What follows belongs to an exercise in optimizing a design on an open flow for small area and a short achievable clock period; a production flow would make more cautious choices.
Where RTL was checked, it was by simulation tests only, not by an equivalence proof against the original.
No activity file was given, so power comes from the tool's default toggle rates.

## issue_unit
module issue_unit #(
   parameter int MUL_LAT = 4,
   parameter int TAG_W   = 6,
   parameter int DATA_W  = 32
) (
   input  logic              clk,
   input  logic              reset,
   input  logic [5:0]        issueint_opcode,
   input  logic [TAG_W-1:0]  issueint_rdtag,
   input  logic [DATA_W-1:0] issueint_rsdata,
   input  logic [DATA_W-1:0] issueint_rtdata,
   input  logic              issueint_ready,
   output logic              issueint_done,
   input  logic [TAG_W-1:0]  issuemul_rdtag,
   input  logic [DATA_W-1:0] issuemul_rsdata,
   input  logic [DATA_W-1:0] issuemul_rtdata,
   input  logic              issuemul_ready,
   output logic              issuemul_done,
   output logic [TAG_W-1:0]  cdb_tag,
   output logic [DATA_W-1:0] cdb_data,
   output logic              cdb_valid
);
Size in the first run: roughly 240 flip-flops, ~190 I/O pins, about 20000 um2 of cells after synthesis.
export LEC_CHECK = 0
export ABC_CLOCK_PERIOD_IN_PS = 4000
export CAP_MARGIN = 20
export CORE_MARGIN = 2
export CORE_UTILIZATION = 40
export SETUP_SLACK_MARGIN = 4.45
export SLEW_MARGIN = 20
export SYNTH_HIERARCHICAL = 1
create_clock -name core_clock -period 8.0 [get_ports {clk}]
standard.sh (not shown) runs the stock make flow with config.mk's settings and CLKGATE_MAP_FILE= SYNTH_SCRIPT=/design/flow/synth_recipe.tcl, a recipe that flattens the netlist after the stock synthesis.
==> flow/flow/run.sh <==
#!/bin/bash
set -euo pipefail
export BUFFER_PORTS_ARGS="-buffer_cell sky130_fd_sc_hd__buf_1"
bash standard.sh > standard.log 2>&1
The baseline completed with no timing, DRC or antenna violations.
Next try:
--- a/flow/design.v
+++ b/flow/design.v
@@ -1437,15 +1437,15 @@
    mul_fa u_bfa30 (.a(hx2_q[30]), .b(hy2_q[30]), .c(hz2_q[30]), .s(bs30), .co(bc30));
    assign hu[30] = bs30;
    assign hv[30] = bc29;
    logic bs31, bc31;
    mul_fa u_bfa31 (.a(hx2_q[31]), .b(hy2_q[31]), .c(hz2_q[31]), .s(bs31), .co(bc31));
    assign hu[31] = bs31;
    assign hv[31] = bc30;
-   issue_mul_bk #(.W(32 - K)) u_hi (.a(hu), .b(hv), .cin(c2_q), .s(hi_sum));
+   issue_mul_bk #(.W(32 - K), .TOP(16)) u_hi (.a(hu), .b(hv), .cin(c2_q), .s(hi_sum));
    always_ff @(posedge clk) begin
       if (!reset) mv <= '0;
       else        mv <= {mv[2:1], in_valid};
    end
    always_ff @(posedge clk) begin
       a_q    <= in_a;
       bneg   <= eneg;
@@ -1472,15 +1472,16 @@
    output logic s,
    output logic co
 );
    assign s  = a ^ b ^ c;
    assign co = (a & b) | (a & c) | (b & c);
 endmodule
 module issue_mul_bk #(
-   parameter int W = 22
+   parameter int W   = 22,
+   parameter int TOP = 16     
 ) (
    input  logic [W-1:0] a,
    input  logic [W-1:0] b,
    input  logic         cin,
    output logic [W-1:0] s
 );
    logic [W-1:0] p, g, gg, pp;
@@ -1492,15 +1493,15 @@
       gg[0] = g[0] | (p[0] & cin);
       for (int d = 1; d < W; d = d * 2) begin
          for (int i = 2 * d - 1; i < W; i += 2 * d) begin
             gg[i] = gg[i] | (pp[i] & gg[i-d]);
             pp[i] = pp[i] & pp[i-d];
          end
       end
-      for (int d = 1 << ($clog2(W) - 1); d >= 1; d = d / 2) begin
+      for (int d = TOP; d >= 1; d = d / 2) begin
          for (int i = 3 * d - 1; i < W; i += 2 * d) begin
             gg[i] = gg[i] | (pp[i] & gg[i-d]);
             pp[i] = pp[i] & pp[i-d];
          end
       end
       s = p ^ {gg[W-2:0], cin};
    end
@@ -1574,24 +1575,24 @@
       end
       carry[0] = op[1];
       for (int i = 0; i < DATA_W; i++) carry[i+1] = pg_g[5][i];
    end
    assign sum  = pg_p[0] ^ carry[DATA_W-1:0];
    assign cout = carry[DATA_W];
    assign lt = ~cout ^ (~op[0] & (a[DATA_W-1] ^ b[DATA_W-1]));
+   issue_logic #(.W(DATA_W)) u_logic (
+      .p  (pg_p[0]),
+      .g  (pg_g[0]),
+      .bx (bx),
+      .op (op[1:0]),
+      .sel(sel_logic),
+      .r  (logic_r)
+   );
    always_comb begin
-      case (op[1:0])
-         2'b00:   logic_r = a & b;
-         2'b01:   logic_r = a | b;
-         2'b10:   logic_r = a ^ b;
-         default: logic_r = ~(a | b);
-      endcase
-   end
-   always_comb begin
-      alu_result = ({DATA_W{sel_add}} & sum) | ({DATA_W{sel_logic}} & logic_r);
+      alu_result = ({DATA_W{sel_add}} & sum) | logic_r;
       alu_result[0] = alu_result[0] | (sel_cmp & lt);
    end
    issue_mul_pipe #(
       .MUL_LAT (MUL_LAT),
       .TAG_W   (TAG_W),
       .DATA_W  (DATA_W)
    ) u_mul (
@@ -1615,7 +1616,24 @@
       cdb_tag_q  <= near_v ? near_tag  : issueint_rdtag;
       cdb_data_q <= near_v ? near_data : alu_result;
    end
    assign cdb_valid = cdb_v_q;
    assign cdb_tag   = cdb_tag_q;
    assign cdb_data  = cdb_data_q;
 endmodule
+module issue_logic #(
+   parameter int W = 32
+) (
+   input  logic [W-1:0] p,
+   input  logic [W-1:0] g,
+   input  logic [W-1:0] bx,
+   input  logic [1:0]   op,
+   input  logic         sel,
+   output logic [W-1:0] r
+);
+   logic s_g, s_p, s_np, s_pb;
+   assign s_g  = sel & ~op[1];             
+   assign s_p  = sel & ~op[1] & op[0];     
+   assign s_np = sel & op[1] & ~op[0];     
+   assign s_pb = sel & op[1] & op[0];      
+   assign r = ({W{s_g}} & g) | ({W{s_p}} & p) | ({W{s_np}} & ~p) | ({W{s_pb}} & p & bx);
+endmodule
Count of clock-buffer cells in the layout is higher by 3.
Flip-flop and latch count is unchanged.
Utilization went up by 0.11 points.
Worst setup slack improves by 0.026 ns.
Cell area goes down by a few percent.
Final cell count came out lower by a little under a tenth.
For the first run of this note, only the layout was checked, not whether the RTL still works.

* * *

issue_unit with an RTL version that a note above also has.
For scale: about 240 flip-flops, roughly 190 I/O pins.
==> module issue_logic, before the edit <==
module issue_logic #(
   parameter int W = 32
) (
   input  logic [W-1:0] p,
   input  logic [W-1:0] g,
   input  logic [W-1:0] bx,
   input  logic [1:0]   op,
   input  logic         sel,
   output logic [W-1:0] r
);
   logic s_g, s_p, s_np, s_pb;
   assign s_g  = sel & ~op[1];             
   assign s_p  = sel & ~op[1] & op[0];     
   assign s_np = sel & op[1] & ~op[0];     
   assign s_pb = sel & op[1] & op[0];      
   assign r = ({W{s_g}} & g) | ({W{s_p}} & p) | ({W{s_np}} & ~p) | ({W{s_pb}} & p & bx);
endmodule
==> flow/config.mk <==
export PLATFORM = sky130hd
export DESIGN_NAME = issue_unit
export DESIGN_NICKNAME = issue_unit
export VERILOG_FILES = /design/flow/design.v
export SDC_FILE = /design/flow/constraint.sdc
export NUM_CORES = 4
export LEC_CHECK = 0
export ABC_CLOCK_PERIOD_IN_PS = 4000
export CAP_MARGIN = 20
export CORE_MARGIN = 2
export CORE_UTILIZATION = 40
export CTS_CLUSTER_DIAMETER = 120
export CTS_CLUSTER_SIZE = 22
export PLACE_DENSITY = 0.7
export SETUP_SLACK_MARGIN = 4.45
export SLEW_MARGIN = 20
export SYNTH_HIERARCHICAL = 1
==> flow/constraint.sdc <==
create_clock -name core_clock -period 8.0 [get_ports {clk}]
set_input_delay 1.6000 -clock core_clock [delete_from_list [all_inputs] [get_ports {clk}]]
set_output_delay 1.6000 -clock core_clock [all_outputs]
set_load 0.01 [all_outputs]
Scripts as last shown in full above: flow/flow/run.sh
Rerun with:
--- a/flow/design.v
+++ b/flow/design.v
@@ -1633,7 +1633,7 @@
    logic s_g, s_p, s_np, s_pb;
    assign s_g  = sel & ~op[1];             
    assign s_p  = sel & ~op[1] & op[0];     
    assign s_np = sel & op[1] & ~op[0];     
    assign s_pb = sel & op[1] & op[0];      
-   assign r = ({W{s_g}} & g) | ({W{s_p}} & p) | ({W{s_np}} & ~p) | ({W{s_pb}} & p & bx);
+   assign r = ({W{s_g}} & g) | (p & ({W{s_p}} | ({W{s_pb}} & bx))) | ({W{s_np}} & ~p);
 endmodule
What happened:
- total power is about the same
- hold slack is about the same
- routed wire length rises by 0.36%
- final area barely changes
- maximum frequency rises by 0.78%
- clock skew barely changes

-- afterwards: timing with drivers on the ports --
How much do the figures lean on ideal ports? The routed layouts below were timed once more, with nothing changed but the port constraints.
Step 1 sets driving cells, clkbuf_16 on the clock port and buf_2 on the other inputs (assumed; they add their load-dependent delay and slew).
Step 2 times the ports against the registers' clock, not the clock port: input delays grow and output delays shrink by t, the midpoint of the rising clock arrivals with the driver on.
a / b / c = no drivers / after step 1 / after step 2; a / b = the first two.
run	t (ns)	slack for setup (ns)	hold WS [ns]	clock arrival spread, ns	cell pins on the clock port's net
the first run of note 1	0.629	4.302 / 4.259 / 3.629	0.321 / 0.321 / 0.321	0.027 / 0.027	1
the second run of note 1	0.615	4.328 / 4.248 / 3.632	0.323 / 0.323 / 0.323	0.027 / 0.027	1
the first run of note 2	0.547	4.316 / 4.216 / 3.669	0.332 / 0.332 / 0.332	0.026 / 0.026	1
the second run of note 2	0.550	4.344 / 4.186 / 3.635	0.331 / 0.331 / 0.331	0.028 / 0.027	1
After both steps setup and hold are still met in every run listed. For the second run of note 2, which loses most, drivers alone change the setup slack by -0.158 ns; drivers and shift together by -0.709 ns.
